This design comes from an exercise in tuning for small area and a short achievable clock period on the open sky130 flow, not from production work. RTL that was checked went through simulation tests only; none was proved equivalent to the original. Power and IR drop assume default switching activity.

==> module fcb_rdmux, before the edit <==
module fcb_rdmux (
    input  wire [2:0]   bus_address,
    input  wire         bus_stb,
    input  wire         bus_we,
    input  wire [31:0]  ctrl,
    input  wire [31:0]  data_word,
    input  wire [31:0]  length,
    input  wire [31:0]  expected,
    input  wire [31:0]  status,
    input  wire [31:0]  rdbk_word,
    output logic [31:0] rd_data
);
    always_comb begin
        rd_data = '0;
        if (bus_stb && !bus_we) begin
            case (bus_address)
                3'd0:   rd_data = ctrl;
                3'd1:   rd_data = data_word;
                3'd2:    rd_data = length;
                3'd3:    rd_data = expected;
                3'd4: rd_data = status;
                3'd5:   rd_data = rdbk_word;
                default:          rd_data = '0;
            endcase
        end
    end
endmodule
export LEC_CHECK = 0
export CAP_MARGIN = 20
export CORE_MARGIN = 2
export CORE_UTILIZATION = 70
export PLACE_DENSITY = 0.85
export SETUP_SLACK_MARGIN = 3.8
export SLEW_MARGIN = 20
export SYNTH_HIERARCHICAL = 1
export SYNTH_MINIMUM_KEEP_SIZE = 0
create_clock -name core_clock -period 8.0 [get_ports {clk}]
standard.sh (not shown) runs the stock make flow with config.mk's settings and CLKGATE_MAP_FILE= SYNTH_SCRIPT=/design/flow/synth_recipe.tcl, a recipe that flattens the netlist after the stock synthesis.
==> flow/flow/run.sh <==
#!/bin/bash
# The standard layout (standard.sh), with two changes:
#  - port buffers are buf_1 cells (buffer_ports -buffer_cell)
#  - clock tree synthesis inserts no dummy loads
# Each tool's output is kept in this folder: standard.log (make) and the
# ORFS logs under orfs/logs/.
export BUFFER_PORTS_ARGS="-buffer_cell sky130_fd_sc_hd__buf_1"
export CTS_ARGS="-sink_clustering_enable -repair_clock_nets -sink_clustering_size 24 -sink_clustering_max_diameter 60 -buf_list sky130_fd_sc_hd__clkbuf_16 -dont_use_dummy_load"
bash standard.sh > standard.log 2>&1
Then changed:
--- a/flow/design.v
+++ b/flow/design.v
@@ -43,24 +43,15 @@
     input  wire [31:0]  expected,
     input  wire [31:0]  status,
     input  wire [31:0]  rdbk_word,
     output logic [31:0] rd_data
 );
-    always_comb begin
-        rd_data = '0;
-        if (bus_stb && !bus_we) begin
-            case (bus_address)
-                3'd0:   rd_data = ctrl;
-                3'd1:   rd_data = data_word;
-                3'd2:    rd_data = length;
-                3'd3:    rd_data = expected;
-                3'd4: rd_data = status;
-                3'd5:   rd_data = rdbk_word;
-                default:          rd_data = '0;
-            endcase
-        end
-    end
+    wire       rd_en = bus_stb & ~bus_we;
+    wire [7:0] rsel  = rd_en ? (8'd1 << bus_address) : 8'd0;
+    assign rd_data = ({32{rsel[0]}} & ctrl) | ({32{rsel[1]}} & data_word) |
+                     ({32{rsel[2]}} & length) | ({32{rsel[3]}} & expected) |
+                     ({32{rsel[4]}} & status) | ({32{rsel[5]}} & rdbk_word);
 endmodule
 `default_nettype wire
 `timescale 1ns/1ps
 `default_nettype none
 module fcb_top (
=> Worst hold slack gains 0.017 ns. Worst setup slack loses 0.030 ns. Core utilization climbs by 0.88 points. Sequential share of layout area drops by 0.78 points. Design area climbs by 1.5%. Maximum frequency drops by about 0.7%. Synthesized area climbs by about 1.2%. Non-clock buffer count climbs by 6. Routed wire length climbs by 5.8%. Global-route usage climbs by 1.7 points.
Function not checked in the second run of this note: the RTL went through the layout flow alone.


fcb_top, a different RTL version from the one above (not shown whole).
For scale: about 2600 cells after synthesis, ~330 I/O pins.
export LEC_CHECK = 0
export CAP_MARGIN = 20
export CORE_MARGIN = 2
export CORE_UTILIZATION = 70
export PLACE_DENSITY = 0.85
export SETUP_SLACK_MARGIN = 3.8
export SLEW_MARGIN = 20
export SYNTH_HIERARCHICAL = 1
export SYNTH_MINIMUM_KEEP_SIZE = 0
create_clock -name core_clock -period 8.0 [get_ports {clk}]
Scripts as last shown in full above: flow/flow/run.sh
The baseline went through all stages and came out clean.
Next try:
--- a/flow/design.v
+++ b/flow/design.v
@@ -127,94 +127,81 @@
             .rdbk_word   (rdbk_word[4*g +: 4]),
             .rd_data     (rd_data[4*g +: 4])
         );
     end
     assign global_reset = st_done;
     logic [1:0]  state;
     logic [31:0] tc1;
     logic [31:1] shift_word;
     logic        load;
     logic        running;
     logic        head_bit, head_shift;
-    logic [1:0]  state_d;
-    logic        hs_q, hs_d, running_d, data_wr_d, prog_en_d;
     logic [NB-1:0] chain;
     wire st_idle   = (state == S_IDLE);
     wire st_shift  = (state == S_SHIFT);
     wire st_dn     = (state == S_DONE);
     wire start     = data_wr & ctrl[0] & st_idle;
     wire shift_now = start | st_shift;
     wire last_bit  = (tc1 == length);
     wire word_end  = (tc1[4:0] == 5'd0);
     assign load = done_p;
-    always_comb begin
-        state_d = state;
-        case (state)
-            S_IDLE:  if (!prog_rise && start) state_d = last_bit ? S_DONE : S_SHIFT;
-            S_SHIFT: if (last_bit) state_d = S_DONE;
-                     else if (word_end) state_d = S_IDLE;
-            S_DONE:  if (prog_rise) state_d = S_IDLE;
-            default: state_d = S_IDLE;
-        endcase
-        data_wr_d = wr_en && (bus_address == 3'd1);
-        prog_en_d = (wr_en && (bus_address == 3'd0) && bus_select[0]) ? bus_data[0] : ctrl[0];
-        hs_d = (state_d == S_DONE) ? running_d
-                                   : ((data_wr_d & prog_en_d & (state_d == S_IDLE)) | (state_d == S_SHIFT));
-    end
     always_ff @(posedge clk or negedge reset) begin
         if (!reset) begin
             state       <= S_IDLE;
-            hs_q        <= 1'b0;
             word_done_p <= 1'b0;
             done_p      <= 1'b0;
             overrun_p   <= 1'b0;
         end else begin
             word_done_p <= shift_now & (word_end | last_bit);
             done_p      <= shift_now & last_bit;
             overrun_p   <= data_wr & st_shift;
-            state       <= state_d;
-            hs_q        <= hs_d;
+            case (state)
+                S_IDLE:  if (!prog_rise && start) state <= last_bit ? S_DONE : S_SHIFT;
+                S_SHIFT: if (last_bit) state <= S_DONE;
+                         else if (word_end) state <= S_IDLE;
+                S_DONE:  if (prog_rise) state <= S_IDLE;
+                default: state <= S_IDLE;
+            endcase
         end
     end
     always_ff @(posedge clk) begin
         if (prog_rise && !st_shift)
             tc1 <= 32'd1;
         else if (shift_now)
             tc1 <= tc1 + 32'd1;
         shift_word <= st_idle ? data_word[30:0] : {shift_word[30:1], 1'b0};
     end
     assign head_bit   = st_dn ? chain[NB-1] : (st_idle ? data_word[31] : shift_word[31]);
-    assign head_shift = hs_q;
+    assign head_shift = st_dn ? running : shift_now;
     always_ff @(posedge clk or negedge reset) begin
         if (!reset)
             chain <= '0;
         else if (head_shift)
             chain <= {chain[NB-2:0], head_bit};
     end
     always_ff @(posedge clk or negedge reset) begin
         if (!reset)
             config_bits <= '0;
         else if (load)
             config_bits <= chain;
     end
     logic [31:0] cnt1;
     logic        byte_vld, pf, fresh;
     logic [2:0]  fin;
     logic [7:0]  bacc;
     logic [15:0] sum_a, sum_bp;
     logic [7:0]  bval;
     wire tail     = chain[NB-1];
     wire rb_start = ctrl[1] & ~rb_q & st_done & ~running & (length != 32'd0);
     wire last     = (cnt1 == length);
     wire [2:0] bit_idx = cnt1[2:0] - 3'd1;
-    assign running_d = rb_start | (running & ~last);
     always_comb begin
         for (int j = 0; j < 8; j++) begin
             if (bit_idx == 3'(7 - j))
                 bval[j] = tail;
             else if (bit_idx > 3'(7 - j))
                 bval[j] = bacc[j];
             else
                 bval[j] = 1'b0;
         end
     end
     logic [16:0] a_s, a_t, b_s, b_u, cs_s, cs_c;
@@ -237,23 +224,26 @@
             fin        <= '0;
             match_p    <= 1'b0;
             mismatch_p <= 1'b0;
             rdbk_word  <= '0;
             pf         <= 1'b0;
             fresh      <= 1'b1;
         end else begin
             if (running)
                 rdbk_word <= {rdbk_word[30:0], tail};
             byte_vld <= running & ((bit_idx == 3'd7) | last);
             fin      <= {fin[1:0], running & last};
-            running  <= running_d;
+            if (rb_start)
+                running <= 1'b1;
+            else if (running & last)
+                running <= 1'b0;
             pf <= byte_vld;
             if (byte_vld)
                 fresh <= 1'b0;
             else if (rb_start)
                 fresh <= 1'b1;
             match_p    <= fin[2] & ({sum_bp, sum_a} == expected);
             mismatch_p <= fin[2] & ({sum_bp, sum_a} != expected);
         end
     end
     always_ff @(posedge clk) begin
         if (rb_start)
Non-clock buffer count came out higher by 7.
Core utilization came out higher by 0.13 points.
Global-route usage came out higher by 1.6 points.
Hold slack is about the same.
Count of clock-buffer cells in the layout is unchanged.
Function not checked in the first run of this note: the RTL went through the layout flow alone.


The RTL this note starts from:
==> flow/design.v <==
`default_nettype none
package fcb_pkg;
    typedef struct packed {
        logic [2:0]  address;
        logic [31:0] data;
        logic [3:0]  select;
        logic        stb;
        logic        we;
        logic        cyc;
    } wb_req_t;
    typedef struct packed {
        logic [29:0] reserved;
        logic        readback_en;
        logic        program_en;    
    } fcb_ctrl_t;
    typedef union packed {
        logic [31:0] raw;
        fcb_ctrl_t   fields;
    } fcb_ctrl_u;
    typedef struct packed {
        logic [26:0] reserved;
        logic        overrun;
        logic        checksum_mismatch;
        logic        checksum_match;
        logic        bitstream_done;
        logic        word_done;     
    } fcb_status_t;
    typedef struct packed {
        logic cfg_bit;
        logic shift;
    } chain_t;
endpackage
`default_nettype wire
`timescale 1ns/1ps
`default_nettype none
module fcb_rdmux (
    input  wire [2:0]   bus_address,
    input  wire         bus_stb,
    input  wire         bus_we,
    input  wire [31:0]  ctrl,
    input  wire [31:0]  data_word,
    input  wire [31:0]  length,
    input  wire [31:0]  expected,
    input  wire [31:0]  status,
    input  wire [31:0]  rdbk_word,
    output logic [31:0] rd_data
);
    wire       rd_en = bus_stb & ~bus_we;
    wire [7:0] rsel  = rd_en ? (8'd1 << bus_address) : 8'd0;
    assign rd_data = ({32{rsel[0]}} & ctrl) | ({32{rsel[1]}} & data_word) |
                     ({32{rsel[2]}} & length) | ({32{rsel[3]}} & expected) |
                     ({32{rsel[4]}} & status) | ({32{rsel[5]}} & rdbk_word);
endmodule
`default_nettype wire
`timescale 1ns/1ps
`default_nettype none
module fcb_top (
    input  wire                                       clk,
    input  wire                                       reset,
    input  wire [2:0]                                 bus_address,
    input  wire [31:0]                                bus_data,
    input  wire [3:0]                                 bus_select,
    input  wire                                       bus_stb,
    input  wire                                       bus_we,
    input  wire                                       bus_cyc,
    output logic [31:0]                               rd_data,
    output logic [8*32-1:0]  config_bits,
    output logic                                      global_reset
);
    localparam int NB = 8*32;
    localparam logic [1:0] S_IDLE = 2'd0, S_SHIFT = 2'd1, S_DONE = 2'd2;
    logic [31:0] ctrl, data_word, length, expected, rdbk_word;
    logic        prog_q, rb_q, data_wr;
    logic        st_word_done, st_done, st_match, st_mismatch, st_overrun;
    logic        word_done_p, done_p, overrun_p, match_p, mismatch_p;
    wire wr_en     = bus_stb & bus_we & bus_cyc;
    wire prog_rise = ctrl[0] & ~prog_q;
    wire rb_rise   = ctrl[1] & ~rb_q;
    function automatic logic [31:0] merge_bytes(input logic [31:0] old_val,
                                                input logic [31:0] new_val,
                                                input logic [3:0]  sel);
        logic [31:0] res;
        for (int i = 0; i < 4; i++)
            res[8*i +: 8] = sel[i] ? new_val[8*i +: 8] : old_val[8*i +: 8];
        merge_bytes = res;
    endfunction
    always_ff @(posedge clk or negedge reset) begin
        if (!reset) begin
            ctrl      <= '0;
            data_word <= '0;
            length    <= '0;
            expected  <= '0;
            data_wr   <= 1'b0;
            prog_q    <= 1'b0;
            rb_q      <= 1'b0;
            st_word_done <= 1'b0;
            st_done      <= 1'b0;
            st_match     <= 1'b0;
            st_mismatch  <= 1'b0;
            st_overrun   <= 1'b0;
        end else begin
            prog_q  <= ctrl[0];
            rb_q    <= ctrl[1];
            data_wr <= wr_en && (bus_address == 3'd1);
            if (wr_en && (bus_address == 3'd0)) ctrl      <= merge_bytes(ctrl, bus_data, bus_select);
            if (wr_en && (bus_address == 3'd1)) data_word <= merge_bytes(data_word, bus_data, bus_select);
            if (wr_en && (bus_address == 3'd2))  length    <= merge_bytes(length, bus_data, bus_select);
            if (wr_en && (bus_address == 3'd3))  expected  <= merge_bytes(expected, bus_data, bus_select);
            st_word_done <= word_done_p | (st_word_done & ~(prog_rise | data_wr));
            st_done      <= done_p      | (st_done      & ~prog_rise);
            st_match     <= match_p     | (st_match     & ~(prog_rise | rb_rise));
            st_mismatch  <= mismatch_p  | (st_mismatch  & ~(prog_rise | rb_rise));
            st_overrun   <= overrun_p   | (st_overrun   & ~prog_rise);
        end
    end
    fcb_rdmux i_rdmux (
        .bus_address (bus_address),
        .bus_stb     (bus_stb),
        .bus_we      (bus_we),
        .ctrl        (ctrl),
        .data_word   (data_word),
        .length      (length),
        .expected    (expected),
        .status      ({27'd0, st_overrun, st_mismatch, st_match, st_done, st_word_done}),
        .rdbk_word   (rdbk_word),
        .rd_data     (rd_data)
    );
    assign global_reset = st_done;
    logic [1:0]  state;
    logic [31:0] tc1;
    logic [31:1] shift_word;
    logic        load;
    logic        running;
    logic        head_bit, head_shift;
    logic [NB-1:0] chain;
    wire st_idle   = (state == S_IDLE);
    wire st_shift  = (state == S_SHIFT);
    wire st_dn     = (state == S_DONE);
    wire start     = data_wr & ctrl[0] & st_idle;
    wire shift_now = start | st_shift;
    wire last_bit  = (tc1 == length);
    wire word_end  = (tc1[4:0] == 5'd0);
    assign load = done_p;
    always_ff @(posedge clk or negedge reset) begin
        if (!reset) begin
            state       <= S_IDLE;
            word_done_p <= 1'b0;
            done_p      <= 1'b0;
            overrun_p   <= 1'b0;
        end else begin
            word_done_p <= shift_now & (word_end | last_bit);
            done_p      <= shift_now & last_bit;
            overrun_p   <= data_wr & st_shift;
            case (state)
                S_IDLE:  if (!prog_rise && start) state <= last_bit ? S_DONE : S_SHIFT;
                S_SHIFT: if (last_bit) state <= S_DONE;
                         else if (word_end) state <= S_IDLE;
                S_DONE:  if (prog_rise) state <= S_IDLE;
                default: state <= S_IDLE;
            endcase
        end
    end
    always_ff @(posedge clk) begin
        if (prog_rise && !st_shift)
            tc1 <= 32'd1;
        else if (shift_now)
            tc1 <= tc1 + 32'd1;
        shift_word <= st_idle ? data_word[30:0] : {shift_word[30:1], 1'b0};
    end
    assign head_bit   = st_dn ? chain[NB-1] : (st_idle ? data_word[31] : shift_word[31]);
    assign head_shift = st_dn ? running : shift_now;
    always_ff @(posedge clk or negedge reset) begin
        if (!reset)
            chain <= '0;
        else if (head_shift)
            chain <= {chain[NB-2:0], head_bit};
    end
    always_ff @(posedge clk or negedge reset) begin
        if (!reset)
            config_bits <= '0;
        else if (load)
            config_bits <= chain;
    end
    logic [31:0] cnt1;
    logic        byte_vld, pf, fresh;
    logic [2:0]  fin;
    logic [7:0]  bacc;
    logic [15:0] sum_a, sum_bp;
    logic [7:0]  bval;
    wire tail     = chain[NB-1];
    wire rb_start = ctrl[1] & ~rb_q & st_done & ~running & (length != 32'd0);
    wire last     = (cnt1 == length);
    wire [2:0] bit_idx = cnt1[2:0] - 3'd1;
    always_comb begin
        for (int j = 0; j < 8; j++) begin
            if (bit_idx == 3'(7 - j))
                bval[j] = tail;
            else if (bit_idx > 3'(7 - j))
                bval[j] = bacc[j];
            else
                bval[j] = 1'b0;
        end
    end
    logic [16:0] a_s, a_t, b_s, b_u, cs_s, cs_c;
    logic [15:0] a_mod, b_mod, b_true;
    always_comb begin
        a_s   = {1'b0, sum_a} + {9'd0, bacc};
        a_t   = a_s - 17'(65521);
        a_mod = a_t[16] ? a_s[15:0] : a_t[15:0];
        b_s   = {1'b0, sum_bp} + {1'b0, sum_a};
        cs_s  = {1'b0, sum_bp ^ sum_a ^ 16'd15};
        cs_c  = {(sum_bp & sum_a) | ((sum_bp | sum_a) & 16'd15), 1'b0};
        b_u   = cs_s + cs_c;
        b_mod = b_u[16] ? b_u[15:0] : b_s[15:0];
        b_true = pf ? b_mod : sum_bp;
    end
    always_ff @(posedge clk or negedge reset) begin
        if (!reset) begin
            running    <= 1'b0;
            byte_vld   <= 1'b0;
            fin        <= '0;
            match_p    <= 1'b0;
            mismatch_p <= 1'b0;
            rdbk_word  <= '0;
            pf         <= 1'b0;
            fresh      <= 1'b1;
        end else begin
            if (running)
                rdbk_word <= {rdbk_word[30:0], tail};
            byte_vld <= running & ((bit_idx == 3'd7) | last);
            fin      <= {fin[1:0], running & last};
            if (rb_start)
                running <= 1'b1;
            else if (running & last)
                running <= 1'b0;
            pf <= byte_vld;
            if (byte_vld)
                fresh <= 1'b0;
            else if (rb_start)
                fresh <= 1'b1;
            match_p    <= fin[2] & ({sum_bp, sum_a} == expected);
            mismatch_p <= fin[2] & ({sum_bp, sum_a} != expected);
        end
    end
    always_ff @(posedge clk) begin
        if (rb_start)
            cnt1 <= 32'd1;
        else if (running)
            cnt1 <= cnt1 + 32'd1;
        if (running)
            bacc <= bval;
        if (byte_vld)
            sum_a <= fresh ? {8'd0, bacc} + 16'd1 : a_mod;
        if (byte_vld && fresh)
            sum_bp <= '0;
        else if (pf)
            sum_bp <= b_mod;
    end
endmodule
`default_nettype wire
clock: 8.0 ns
lec_check: 0
cap_margin: 20
core_margin: 2
core_utilization: 70
place_density: 0.85
setup_slack_margin: 3.8
slew_margin: 20
synth_hierarchical: 1
synth_minimum_keep_size: 0
Scripts as last shown in full above: flow/flow/run.sh
Change:
--- a/flow/design.v
+++ b/flow/design.v
@@ -35,23 +35,23 @@
 `default_nettype none
 module fcb_rdmux (
     input  wire [2:0]   bus_address,
     input  wire         bus_stb,
     input  wire         bus_we,
-    input  wire [31:0]  ctrl,
-    input  wire [31:0]  data_word,
-    input  wire [31:0]  length,
-    input  wire [31:0]  expected,
-    input  wire [31:0]  status,
-    input  wire [31:0]  rdbk_word,
-    output logic [31:0] rd_data
+    input  wire [7:0]  ctrl,
+    input  wire [7:0]  data_word,
+    input  wire [7:0]  length,
+    input  wire [7:0]  expected,
+    input  wire [7:0]  status,
+    input  wire [7:0]  rdbk_word,
+    output logic [7:0] rd_data
 );
     wire       rd_en = bus_stb & ~bus_we;
     wire [7:0] rsel  = rd_en ? (8'd1 << bus_address) : 8'd0;
-    assign rd_data = ({32{rsel[0]}} & ctrl) | ({32{rsel[1]}} & data_word) |
-                     ({32{rsel[2]}} & length) | ({32{rsel[3]}} & expected) |
-                     ({32{rsel[4]}} & status) | ({32{rsel[5]}} & rdbk_word);
+    assign rd_data = ({8{rsel[0]}} & ctrl) | ({8{rsel[1]}} & data_word) |
+                     ({8{rsel[2]}} & length) | ({8{rsel[3]}} & expected) |
+                     ({8{rsel[4]}} & status) | ({8{rsel[5]}} & rdbk_word);
 endmodule
 `default_nettype wire
 `timescale 1ns/1ps
 `default_nettype none
 module fcb_top (
@@ -111,22 +111,25 @@
             st_match     <= match_p     | (st_match     & ~(prog_rise | rb_rise));
             st_mismatch  <= mismatch_p  | (st_mismatch  & ~(prog_rise | rb_rise));
             st_overrun   <= overrun_p   | (st_overrun   & ~prog_rise);
         end
     end
-    fcb_rdmux i_rdmux (
-        .bus_address (bus_address),
-        .bus_stb     (bus_stb),
-        .bus_we      (bus_we),
-        .ctrl        (ctrl),
-        .data_word   (data_word),
-        .length      (length),
-        .expected    (expected),
-        .status      ({27'd0, st_overrun, st_mismatch, st_match, st_done, st_word_done}),
-        .rdbk_word   (rdbk_word),
-        .rd_data     (rd_data)
-    );
+    wire [31:0] status_w = {27'd0, st_overrun, st_mismatch, st_match, st_done, st_word_done};
+    for (genvar g = 0; g < 4; g++) begin : g_rd
+        fcb_rdmux i_rdmux (
+            .bus_address (bus_address),
+            .bus_stb     (bus_stb),
+            .bus_we      (bus_we),
+            .ctrl        (ctrl[8*g +: 8]),
+            .data_word   (data_word[8*g +: 8]),
+            .length      (length[8*g +: 8]),
+            .expected    (expected[8*g +: 8]),
+            .status      (status_w[8*g +: 8]),
+            .rdbk_word   (rdbk_word[8*g +: 8]),
+            .rd_data     (rd_data[8*g +: 8])
+        );
+    end
     assign global_reset = st_done;
     logic [1:0]  state;
     logic [31:0] tc1;
     logic [31:1] shift_word;
     logic        load;
Result:
- The new run ran to the end with no violations
- combinational power came out lower by 14%
- global-route usage drops by 0.64 points
- setup slack improved by 0.15 ns
- final cell count hardly moves
- cell area decreases by 1.0%
- core utilization fell by 0.63 points
- sequential power barely changes
- fmax came out higher by 3.7%
- count of clock-buffer cells in the layout does not change
- total power goes down by 1.6%
Function not checked in the first run of this note: the RTL went through the layout flow alone.

-- static timing again, ports no longer ideal --
The results above use ideal ports. As a check the final layouts listed here were re-extracted and re-timed, cells and wires unchanged. Step 1, drivers: a clkbuf_16 drives clk and a buf_2 each remaining input, both assumed. Step 2 times the ports against the registers' clock, not the clock port: input delays grow and output delays shrink by t, the midpoint of the rising clock arrivals with the driver on. Three values: ideal ports, drivers, drivers and shift; two values: the first two.
run	t (ns)	slack for setup (ns)	worst slew at a driven data input, ns	cell pins on the clock port's net
the first run of note 1	0.668	3.621 / 3.445 / 3.445	0.22	1
the second run of note 1	0.659	3.591 / 3.524 / 3.524	0.12	1
the first run of note 2	0.651	3.555 / 3.418 / 3.418	0.13	1
the second run of note 2	0.655	3.734 / 3.434 / 3.434	0.29	1
the first run of note 3	0.653	3.614 / 3.569 / 3.569	0.13	1
the second run of note 3	0.652	3.768 / 3.682 / 3.682	0.17	1
After both steps setup and hold are still met in every run listed. For the second run of note 2, which loses most, drivers alone change the setup slack by -0.300 ns; drivers and shift together by -0.300 ns.
